Context: an optimization exercise on an open-source flow, tuned for small area and a short achievable clock period. The choices shown serve that exercise and are no tape-out recipe. At most, simulation tests tie the RTL to the original design; equivalence was not proved. Power figures rest on the tool's default switching activity, not on a simulated workload.

// ss_bridge_top
module ss_bridge_top #(
	parameter int FIFO_AW = 6
) (
	input  logic        mclk,
	input  logic        ST_ALE,
	input  logic        st_req,
	input  logic        st_we,
	input  logic [7:0]  st_addr,
	input  logic [15:0] st_wdata,
	output logic [15:0] st_rdata,
	output logic        st_rvalid,
	output logic        st_irq,
	input  logic        ss_req,
	input  logic        ss_we,
	input  logic        ss_cs2,
	input  logic [14:1] ss_addr,
	input  logic [15:0] ss_wdata,
	output logic [15:0] ss_rdata,
	output logic        ss_rvalid,
	output logic        ss_irq
);
export LEC_CHECK = 0
export CAP_MARGIN = 20
export CORE_MARGIN = 2
export CORE_UTILIZATION = 60
export CTS_CLUSTER_DIAMETER = 70
export CTS_CLUSTER_SIZE = 25
export PLACE_DENSITY = 0.8
export SETUP_SLACK_MARGIN = 2.2
export SLEW_MARGIN = 50
export SYNTH_HIERARCHICAL = 1
export SYNTH_MINIMUM_KEEP_SIZE = 0
export TNS_END_PERCENT = 20
create_clock -name core_clock -period 4.5 [get_ports {mclk}]
standard.sh (not shown) runs the stock make flow with config.mk's settings and CLKGATE_MAP_FILE= SYNTH_SCRIPT=/design/flow/synth_recipe.tcl, a recipe that flattens the netlist after the stock synthesis.
==> flow/flow/run.sh <==
#!/bin/bash
# Standard layout (standard synthesis included) with two changes: the port
# buffers are buf_4 cells, and the resizer may change a cell's footprint.
set -euo pipefail
export BUFFER_PORTS_ARGS="-buffer_cell sky130_fd_sc_hd__buf_4"
bash standard.sh MATCH_CELL_FOOTPRINT=0 finish > standard_flow.log 2>&1
Edit:
--- a/flow/design.v
+++ b/flow/design.v
@@ -164,21 +164,14 @@
 module fifo_sel8 (
 	input  logic [7:0] d,
 	input  logic [7:0] s,
 	output logic       y
 );
 	assign y = |(d & s);
 endmodule
-module irq_any16 (
-	input  logic [15:0] a,
-	input  logic [15:0] b,
-	output logic        y
-);
-	assign y = |(a & b);
-endmodule
 import st_map_pkg::*;
 import ss_map_pkg::*;
 module ss_bridge_top #(
 	parameter int FIFO_AW = 6
 ) (
 	input  logic        mclk,
 	input  logic        ST_ALE,
@@ -241,38 +234,14 @@
 		else if (st_hirq_clr)
 			hirq_n = hirq & ~st_wdata;
 		else if (ss_hirq_and)
 			hirq_n = hirq & ss_wdata;
 		else
 			hirq_n = hirq;
 	end
-	logic [15:0] h_set, h_clr, h_and;
-	logic        i_set_m, i_clr_m, i_and_m, i_hold_m, i_set_w, i_clr_w, i_hold_w;
-	logic        ss_irq_n;
-	assign h_set = hirq | st_wdata;
-	assign h_clr = hirq & ~st_wdata;
-	assign h_and = hirq & ss_wdata;
-	irq_any16 u_i_set_m  (.a(h_set), .b(hirq_mask), .y(i_set_m));
-	irq_any16 u_i_clr_m  (.a(h_clr), .b(hirq_mask), .y(i_clr_m));
-	irq_any16 u_i_and_m  (.a(h_and), .b(hirq_mask), .y(i_and_m));
-	irq_any16 u_i_hold_m (.a(hirq),  .b(hirq_mask), .y(i_hold_m));
-	irq_any16 u_i_set_w  (.a(h_set), .b(ss_wdata),  .y(i_set_w));
-	irq_any16 u_i_clr_w  (.a(h_clr), .b(ss_wdata),  .y(i_clr_w));
-	irq_any16 u_i_hold_w (.a(hirq),  .b(ss_wdata),  .y(i_hold_w));
-	always_comb
-	begin
-		if (st_hirq_set)
-			ss_irq_n = ss_mask_we ? i_set_w : i_set_m;
-		else if (st_hirq_clr)
-			ss_irq_n = ss_mask_we ? i_clr_w : i_clr_m;
-		else if (ss_hirq_and)
-			ss_irq_n = i_and_m;
-		else
-			ss_irq_n = ss_mask_we ? i_hold_w : i_hold_m;
-	end
 	assign flag_cdc_n  = (ss_cr_we & (ss_idx == 2'd3))
 		| (flag_cdc & ~(st_ack & st_wdata[CTRL_CDC_EN]));
 	assign flag_cmd_n  = ss_cmd_we
 		| (flag_cmd & ~(st_ack & st_wdata[CTRL_CMD_EN]));
 	assign flag_fifo_n = (fifo_empty & ~fifo_empty_d)
 		| (flag_fifo & ~(st_ack & st_wdata[CTRL_FIFO_EN]));
 	always_ff @(posedge mclk or posedge ST_ALE)
@@ -299,15 +268,15 @@
 			hirq         <= hirq_n;
 			hirq_mask    <= hirq_mask_n;
 			flag_cdc     <= flag_cdc_n;
 			flag_cmd     <= flag_cmd_n;
 			flag_fifo    <= flag_fifo_n;
 			fifo_empty_d <= fifo_empty;
 			st_irq       <= |(st_ctrl_n[2:0] & {flag_fifo_n, flag_cmd_n, flag_cdc_n});
-			ss_irq       <= ss_irq_n;
+			ss_irq       <= |(hirq_n & hirq_mask_n);
 			if (ss_ctrl_we)
 				ss_ctrl <= ss_wdata;
 			if (st_cmd_clr)
 				ss_cmd <= '0;
 			else if (ss_cmd_we)
 				ss_cmd <= ss_wdata;
 			if (ss_data_we)
What happened: Combinational power is higher to 11 times its value. Power increases by 27%. Synthesized area drops by 2.4%. Final area is lower by 1.9%. Setup slack got worse by 0.10 ns. Fmax shrinks by 3.9%. Cell count falls by 2.8%. Synthesized cell count shrinks by 3.8%.
For the second run of this note, only the layout was checked, not whether the RTL still works.

* * *

== north ==
ss_bridge_top again, from the RTL that the note above started with.
// ss_bridge_top
module ss_bridge_top #(
	parameter int FIFO_AW = 6
) (
	input  logic        mclk,
	input  logic        ST_ALE,
	input  logic        st_req,
	input  logic        st_we,
	input  logic [7:0]  st_addr,
	input  logic [15:0] st_wdata,
	output logic [15:0] st_rdata,
	output logic        st_rvalid,
	output logic        st_irq,
	input  logic        ss_req,
	input  logic        ss_we,
	input  logic        ss_cs2,
	input  logic [14:1] ss_addr,
	input  logic [15:0] ss_wdata,
	output logic [15:0] ss_rdata,
	output logic        ss_rvalid,
	output logic        ss_irq
);
	localparam int DEPTH = 1 << FIFO_AW;
	logic        st_rd, st_ctrl_we, st_ack, st_fifo_wr, st_fifo_rd, st_rcnt_clr;
	logic        st_cmd_clr, st_data_we, st_resp_we, st_hirq_set, st_hirq_clr;
	logic [31:0] st_sel;
	logic        st_dflt;
	logic        ss_rd, ss_fifo_rd, ss_fifo_wr, ss_hirq_and, ss_mask_we, ss_cr_we;
	logic [1:0]  ss_idx;
	logic        ss_ctrl_we, ss_cmd_we, ss_data_we;
	logic        rs_ctrl, rs_fstat, rs_cmd, rs_data, rs_fifo, rs_hirq, rs_mask;
	logic [3:0]  rs_resp;
	logic        rs_id, rs_ver;
	st_decode st_decode_inst (.*);
	ss_decode ss_decode_inst (.*);
	logic [15:0]      st_ctrl, ss_ctrl, ss_cmd, ss_data, hirq, hirq_mask, rcnt;
	logic [15:0]      st_ctrl_n, hirq_n, hirq_mask_n;
	logic [3:0][15:0] cr, resp;
	logic             flag_cdc, flag_cmd, flag_fifo;
	logic             flag_cdc_n, flag_cmd_n, flag_fifo_n;
	logic             fifo_empty_d;
	logic [15:0]        sr [DEPTH-1];
	logic [15:0]        stage;
	logic               push_q;
	logic [FIFO_AW:0]   m, m_inc, m_dec;
	logic               fifo_empty, fifo_full;
	logic               fifo_dir, fifo_clr;
	logic               push, pop, wr_en, rd_en;
	logic [15:0]        wr_word;
	logic [15:0]        fifo_head;
	assign fifo_dir  = st_ctrl[CTRL_FIFO_DIR];
	assign fifo_clr  = st_ctrl[CTRL_FIFO_RST];
	assign m_inc      = m + 1'b1;
	assign m_dec      = m - 1'b1;
	assign fifo_empty = m[FIFO_AW];
  ...
==> flow/config.mk <==
export PLATFORM = sky130hd
export DESIGN_NAME = ss_bridge_top
export DESIGN_NICKNAME = ss_bridge_top
export VERILOG_FILES = /design/flow/design.v
export SDC_FILE = /design/flow/constraint.sdc
export NUM_CORES = 4
export LEC_CHECK = 0
export CAP_MARGIN = 20
export CORE_MARGIN = 2
export CORE_UTILIZATION = 60
export CTS_CLUSTER_DIAMETER = 70
export CTS_CLUSTER_SIZE = 25
export SETUP_SLACK_MARGIN = 2.2
export SLEW_MARGIN = 50
export SYNTH_HIERARCHICAL = 1
export SYNTH_MINIMUM_KEEP_SIZE = 0
export TNS_END_PERCENT = 20
==> flow/constraint.sdc <==
create_clock -name core_clock -period 4.5 [get_ports {mclk}]
set_input_delay 0.9000 -clock core_clock [delete_from_list [all_inputs] [get_ports {mclk}]]
set_output_delay 0.9000 -clock core_clock [all_outputs]
set_load 0.01 [all_outputs]
Scripts as last shown in full above: flow/flow/run.sh
Both conditions hold for north: the flow ran to the end and the final layout passed the timing, DRC and antenna checks.
Edits applied to the flow inputs when going from north to south:
diff --git a/flow/design.v b/flow/design.v
--- a/flow/design.v
+++ b/flow/design.v
@@ -163,23 +163,16 @@
 endmodule
 module fifo_sel8 (
 	input  logic [7:0] d,
 	input  logic [7:0] s,
 	output logic       y
 );
 	assign y = |(d & s);
 endmodule
-module irq_any16 (
-	input  logic [15:0] a,
-	input  logic [15:0] b,
-	output logic        y
-);
-	assign y = |(a & b);
-endmodule
 import st_map_pkg::*;
 import ss_map_pkg::*;
 module ss_bridge_top #(
 	parameter int FIFO_AW = 6
 ) (
 	input  logic        mclk,
 	input  logic        ST_ALE,
 	input  logic        st_req,
@@ -240,40 +233,16 @@
 			hirq_n = hirq | st_wdata;
 		else if (st_hirq_clr)
 			hirq_n = hirq & ~st_wdata;
 		else if (ss_hirq_and)
 			hirq_n = hirq & ss_wdata;
 		else
 			hirq_n = hirq;
 	end
-	logic [15:0] h_set, h_clr, h_and;
-	logic        i_set_m, i_clr_m, i_and_m, i_hold_m, i_set_w, i_clr_w, i_hold_w;
-	logic        ss_irq_n;
-	assign h_set = hirq | st_wdata;
-	assign h_clr = hirq & ~st_wdata;
-	assign h_and = hirq & ss_wdata;
-	irq_any16 u_i_set_m  (.a(h_set), .b(hirq_mask), .y(i_set_m));
-	irq_any16 u_i_clr_m  (.a(h_clr), .b(hirq_mask), .y(i_clr_m));
-	irq_any16 u_i_and_m  (.a(h_and), .b(hirq_mask), .y(i_and_m));
-	irq_any16 u_i_hold_m (.a(hirq),  .b(hirq_mask), .y(i_hold_m));
-	irq_any16 u_i_set_w  (.a(h_set), .b(ss_wdata),  .y(i_set_w));
-	irq_any16 u_i_clr_w  (.a(h_clr), .b(ss_wdata),  .y(i_clr_w));
-	irq_any16 u_i_hold_w (.a(hirq),  .b(ss_wdata),  .y(i_hold_w));
-	always_comb
-	begin
-		if (st_hirq_set)
-			ss_irq_n = ss_mask_we ? i_set_w : i_set_m;
-		else if (st_hirq_clr)
-			ss_irq_n = ss_mask_we ? i_clr_w : i_clr_m;
-		else if (ss_hirq_and)
-			ss_irq_n = i_and_m;
-		else
-			ss_irq_n = ss_mask_we ? i_hold_w : i_hold_m;
-	end
 	assign flag_cdc_n  = (ss_cr_we & (ss_idx == 2'd3))
 		| (flag_cdc & ~(st_ack & st_wdata[CTRL_CDC_EN]));
 	assign flag_cmd_n  = ss_cmd_we
 		| (flag_cmd & ~(st_ack & st_wdata[CTRL_CMD_EN]));
 	assign flag_fifo_n = (fifo_empty & ~fifo_empty_d)
 		| (flag_fifo & ~(st_ack & st_wdata[CTRL_FIFO_EN]));
 	always_ff @(posedge mclk or posedge ST_ALE)
 	begin
@@ -298,17 +267,17 @@
 			st_ctrl      <= st_ctrl_n;
 			hirq         <= hirq_n;
 			hirq_mask    <= hirq_mask_n;
 			flag_cdc     <= flag_cdc_n;
 			flag_cmd     <= flag_cmd_n;
 			flag_fifo    <= flag_fifo_n;
 			fifo_empty_d <= fifo_empty;
 			st_irq       <= |(st_ctrl_n[2:0] & {flag_fifo_n, flag_cmd_n, flag_cdc_n});
-			ss_irq       <= ss_irq_n;
+			ss_irq       <= |(hirq_n & hirq_mask_n);
 			if (ss_ctrl_we)
 				ss_ctrl <= ss_wdata;
 			if (st_cmd_clr)
 				ss_cmd <= '0;
 			else if (ss_cmd_we)
 				ss_cmd <= ss_wdata;
 			if (ss_data_we)
 				ss_data <= ss_wdata;
--- outcome ---
- The final layout from south, which completed every stage, passed the timing, DRC and antenna checks at the end of the flow.
- When the final numbers for north and south were put side by side, the sequential share of cell area turned out to be smaller in north.
- Worst setup slack (higher): north
- Delta (south minus north): worst slack at placement lower; total number of placement rows lower; relative contribution of sequential cells to total power lower; number of buffers inserted during clock tree synthesis lower; met2 track utilization from global routing roughly the same.
- [compare] base=north new=south: total wirelength of the detailed-routed design shrank by about 6%, count of clock-buffer cells in the layout grew by 10, final core area utilization shrank by 0.30 points, signed area change from the synthesized netlist to the final layout shrank by 0.18 points.
- met2 wirelength from detailed routing shrinks by a few percent when moving from north to south.
Only the layout flow was run in south; the RTL was not checked for function there.

* * *

RTL: one of the versions met above, not the one the previous note started from.
Size in the first run: roughly 3400 cells after synthesis, ~97 I/O pins, ~52000 um^2 of cells after synthesis.
==> flow/design.v (excerpt) <==
module ss_bridge_top #(
	parameter int FIFO_AW = 6
) (
	input  logic        mclk,
	input  logic        ST_ALE,
	input  logic        st_req,
	input  logic        st_we,
	input  logic [7:0]  st_addr,
	input  logic [15:0] st_wdata,
	output logic [15:0] st_rdata,
	output logic        st_rvalid,
	output logic        st_irq,
	input  logic        ss_req,
	input  logic        ss_we,
	input  logic        ss_cs2,
	input  logic [14:1] ss_addr,
	input  logic [15:0] ss_wdata,
	output logic [15:0] ss_rdata,
	output logic        ss_rvalid,
	output logic        ss_irq
);
	localparam int DEPTH = 1 << FIFO_AW;
	logic        st_rd, st_ctrl_we, st_ack, st_fifo_wr, st_fifo_rd, st_rcnt_clr;
	logic        st_cmd_clr, st_data_we, st_resp_we, st_hirq_set, st_hirq_clr;
	logic [31:0] st_sel;
	logic        st_dflt;
	logic        ss_rd, ss_fifo_rd, ss_fifo_wr, ss_hirq_and, ss_mask_we, ss_cr_we;
	logic [1:0]  ss_idx;
	logic        ss_ctrl_we, ss_cmd_we, ss_data_we;
	logic        rs_ctrl, rs_fstat, rs_cmd, rs_data, rs_fifo, rs_hirq, rs_mask;
  ...
Settings: LEC_CHECK=0, CAP_MARGIN=20, CORE_MARGIN=2, CORE_UTILIZATION=60, CTS_CLUSTER_DIAMETER=70, CTS_CLUSTER_SIZE=25, PLACE_DENSITY=0.72, SETUP_SLACK_MARGIN=2.2, SLEW_MARGIN=50, SYNTH_HIERARCHICAL=1, SYNTH_MINIMUM_KEEP_SIZE=0, TNS_END_PERCENT=20; clock period 4.5 ns.
Scripts as last shown in full above: flow/flow/run.sh
Change:
--- a/flow/design.v
+++ b/flow/design.v
@@ -159,24 +159,31 @@
 	assign rs_resp  = {rgn_cdc & ss_sel[SS_CDC_CR4], rgn_cdc & ss_sel[SS_CDC_CR3],
 		rgn_cdc & ss_sel[SS_CDC_CR2], rgn_cdc & ss_sel[SS_CDC_CR1]};
 	assign rs_id    = rgn_reg & ss_sel[0] & ~ss_addr[1];
 	assign rs_ver   = rgn_reg & ss_sel[0] & ss_addr[1];
 endmodule
 module fifo_sel8 (
 	input  logic [7:0] d,
 	input  logic [7:0] s,
 	output logic       y
 );
 	assign y = |(d & s);
 endmodule
+module irq_any16 (
+	input  logic [15:0] a,
+	input  logic [15:0] b,
+	output logic        y
+);
+	assign y = |(a & b);
+endmodule
 import st_map_pkg::*;
 import ss_map_pkg::*;
 module ss_bridge_top #(
 	parameter int FIFO_AW = 6
 ) (
 	input  logic        mclk,
 	input  logic        ST_ALE,
 	input  logic        st_req,
 	input  logic        st_we,
 	input  logic [7:0]  st_addr,
 	input  logic [15:0] st_wdata,
 	output logic [15:0] st_rdata,
@@ -229,24 +236,48 @@
 	assign hirq_mask_n = ss_mask_we ? ss_wdata : hirq_mask;
 	always_comb
 	begin
 		if (st_hirq_set)
 			hirq_n = hirq | st_wdata;
 		else if (st_hirq_clr)
 			hirq_n = hirq & ~st_wdata;
 		else if (ss_hirq_and)
 			hirq_n = hirq & ss_wdata;
 		else
 			hirq_n = hirq;
 	end
+	logic [15:0] h_set, h_clr, h_and;
+	logic        i_set_m, i_clr_m, i_and_m, i_hold_m, i_set_w, i_clr_w, i_hold_w;
+	logic        ss_irq_n;
+	assign h_set = hirq | st_wdata;
+	assign h_clr = hirq & ~st_wdata;
+	assign h_and = hirq & ss_wdata;
+	irq_any16 u_i_set_m  (.a(h_set), .b(hirq_mask), .y(i_set_m));
+	irq_any16 u_i_clr_m  (.a(h_clr), .b(hirq_mask), .y(i_clr_m));
+	irq_any16 u_i_and_m  (.a(h_and), .b(hirq_mask), .y(i_and_m));
+	irq_any16 u_i_hold_m (.a(hirq),  .b(hirq_mask), .y(i_hold_m));
+	irq_any16 u_i_set_w  (.a(h_set), .b(ss_wdata),  .y(i_set_w));
+	irq_any16 u_i_clr_w  (.a(h_clr), .b(ss_wdata),  .y(i_clr_w));
+	irq_any16 u_i_hold_w (.a(hirq),  .b(ss_wdata),  .y(i_hold_w));
+	always_comb
+	begin
+		if (st_hirq_set)
+			ss_irq_n = ss_mask_we ? i_set_w : i_set_m;
+		else if (st_hirq_clr)
+			ss_irq_n = ss_mask_we ? i_clr_w : i_clr_m;
+		else if (ss_hirq_and)
+			ss_irq_n = i_and_m;
+		else
+			ss_irq_n = ss_mask_we ? i_hold_w : i_hold_m;
+	end
 	assign flag_cdc_n  = (ss_cr_we & (ss_idx == 2'd3))
 		| (flag_cdc & ~(st_ack & st_wdata[CTRL_CDC_EN]));
 	assign flag_cmd_n  = ss_cmd_we
 		| (flag_cmd & ~(st_ack & st_wdata[CTRL_CMD_EN]));
 	assign flag_fifo_n = (fifo_empty & ~fifo_empty_d)
 		| (flag_fifo & ~(st_ack & st_wdata[CTRL_FIFO_EN]));
 	always_ff @(posedge mclk or posedge ST_ALE)
 	begin
 		if (ST_ALE)
 		begin
 			st_ctrl      <= '0;
 			ss_ctrl      <= SS_CTRL_RESET;
@@ -263,25 +294,25 @@
 			ss_irq       <= 1'b0;
 		end
 		else
 		begin
 			st_ctrl      <= st_ctrl_n;
 			hirq         <= hirq_n;
 			hirq_mask    <= hirq_mask_n;
 			flag_cdc     <= flag_cdc_n;
 			flag_cmd     <= flag_cmd_n;
 			flag_fifo    <= flag_fifo_n;
 			fifo_empty_d <= fifo_empty;
 			st_irq       <= |(st_ctrl_n[2:0] & {flag_fifo_n, flag_cmd_n, flag_cdc_n});
-			ss_irq       <= |(hirq_n & hirq_mask_n);
+			ss_irq       <= ss_irq_n;
 			if (ss_ctrl_we)
 				ss_ctrl <= ss_wdata;
 			if (st_cmd_clr)
 				ss_cmd <= '0;
 			else if (ss_cmd_we)
 				ss_cmd <= ss_wdata;
 			if (ss_data_we)
 				ss_data <= ss_wdata;
 			else if (st_data_we)
 				ss_data <= st_wdata;
 			if (st_rcnt_clr)
 				rcnt <= '0;
=> Via count came out higher by 4.6%. Clock power came out lower by about 2%. Total power came out lower by 22%. Core utilization came out lower by 0.38 points. Clock-buffer cell count came out higher by 8. Worst setup slack improves by 0.11 ns. Worst hold slack degrades by 0.033 ns. Final area came out higher by 1.6%. Die area came out higher by about 2.4%. Register-to-register slack improves by 0.04 ns.
No functional check of the RTL was part of the first run of this note.

==> separate check: timing with driven ports <==
In the flow no input, the clock included, has a driving cell. The finished layouts below were timed again as built, in two steps.
Step 1: set_driving_cell puts a clkbuf_16 on mclk and a buf_2 on each other input, an assumption about the parent block.
Step 2, shift: input delay + t, output delay - t, t = (earliest + latest rising clock arrival at the registers) / 2. This alone moves slack from input paths to output paths.
a / b / c = no drivers / after step 1 / after step 2; a / b = the first two.
run	shift t [ns]	setup slack, ns	hold WS [ns]	worst setup path at the end	worst register clock-pin slew, ns
the first run of note 1	0.721	2.052 / 2.052 / 1.372	0.253 / 0.203 / 0.429	input to register	0.11 / 0.11
the second run of note 1	0.714	1.952 / 1.980 / 1.266	0.279 / 0.229 / 0.434	input to register	0.11 / 0.11
north	0.727	2.060 / 2.060 / 1.380	0.328 / 0.280 / 0.435	input to register	0.11 / 0.11
south	0.734	1.953 / 1.992 / 1.259	0.267 / 0.222 / 0.430	input to register	0.10 / 0.10
the first run of note 3	0.732	1.940 / 1.960 / 1.227	0.296 / 0.250 / 0.440	input to register	0.10 / 0.10
the second run of note 3	0.722	2.052 / 2.052 / 1.395	0.264 / 0.223 / 0.440	input to register	0.11 / 0.11
After both steps setup and hold are still met in every run listed. For the first run of note 3, which loses most, drivers alone change the setup slack by +0.020 ns; drivers and shift together by -0.713 ns.
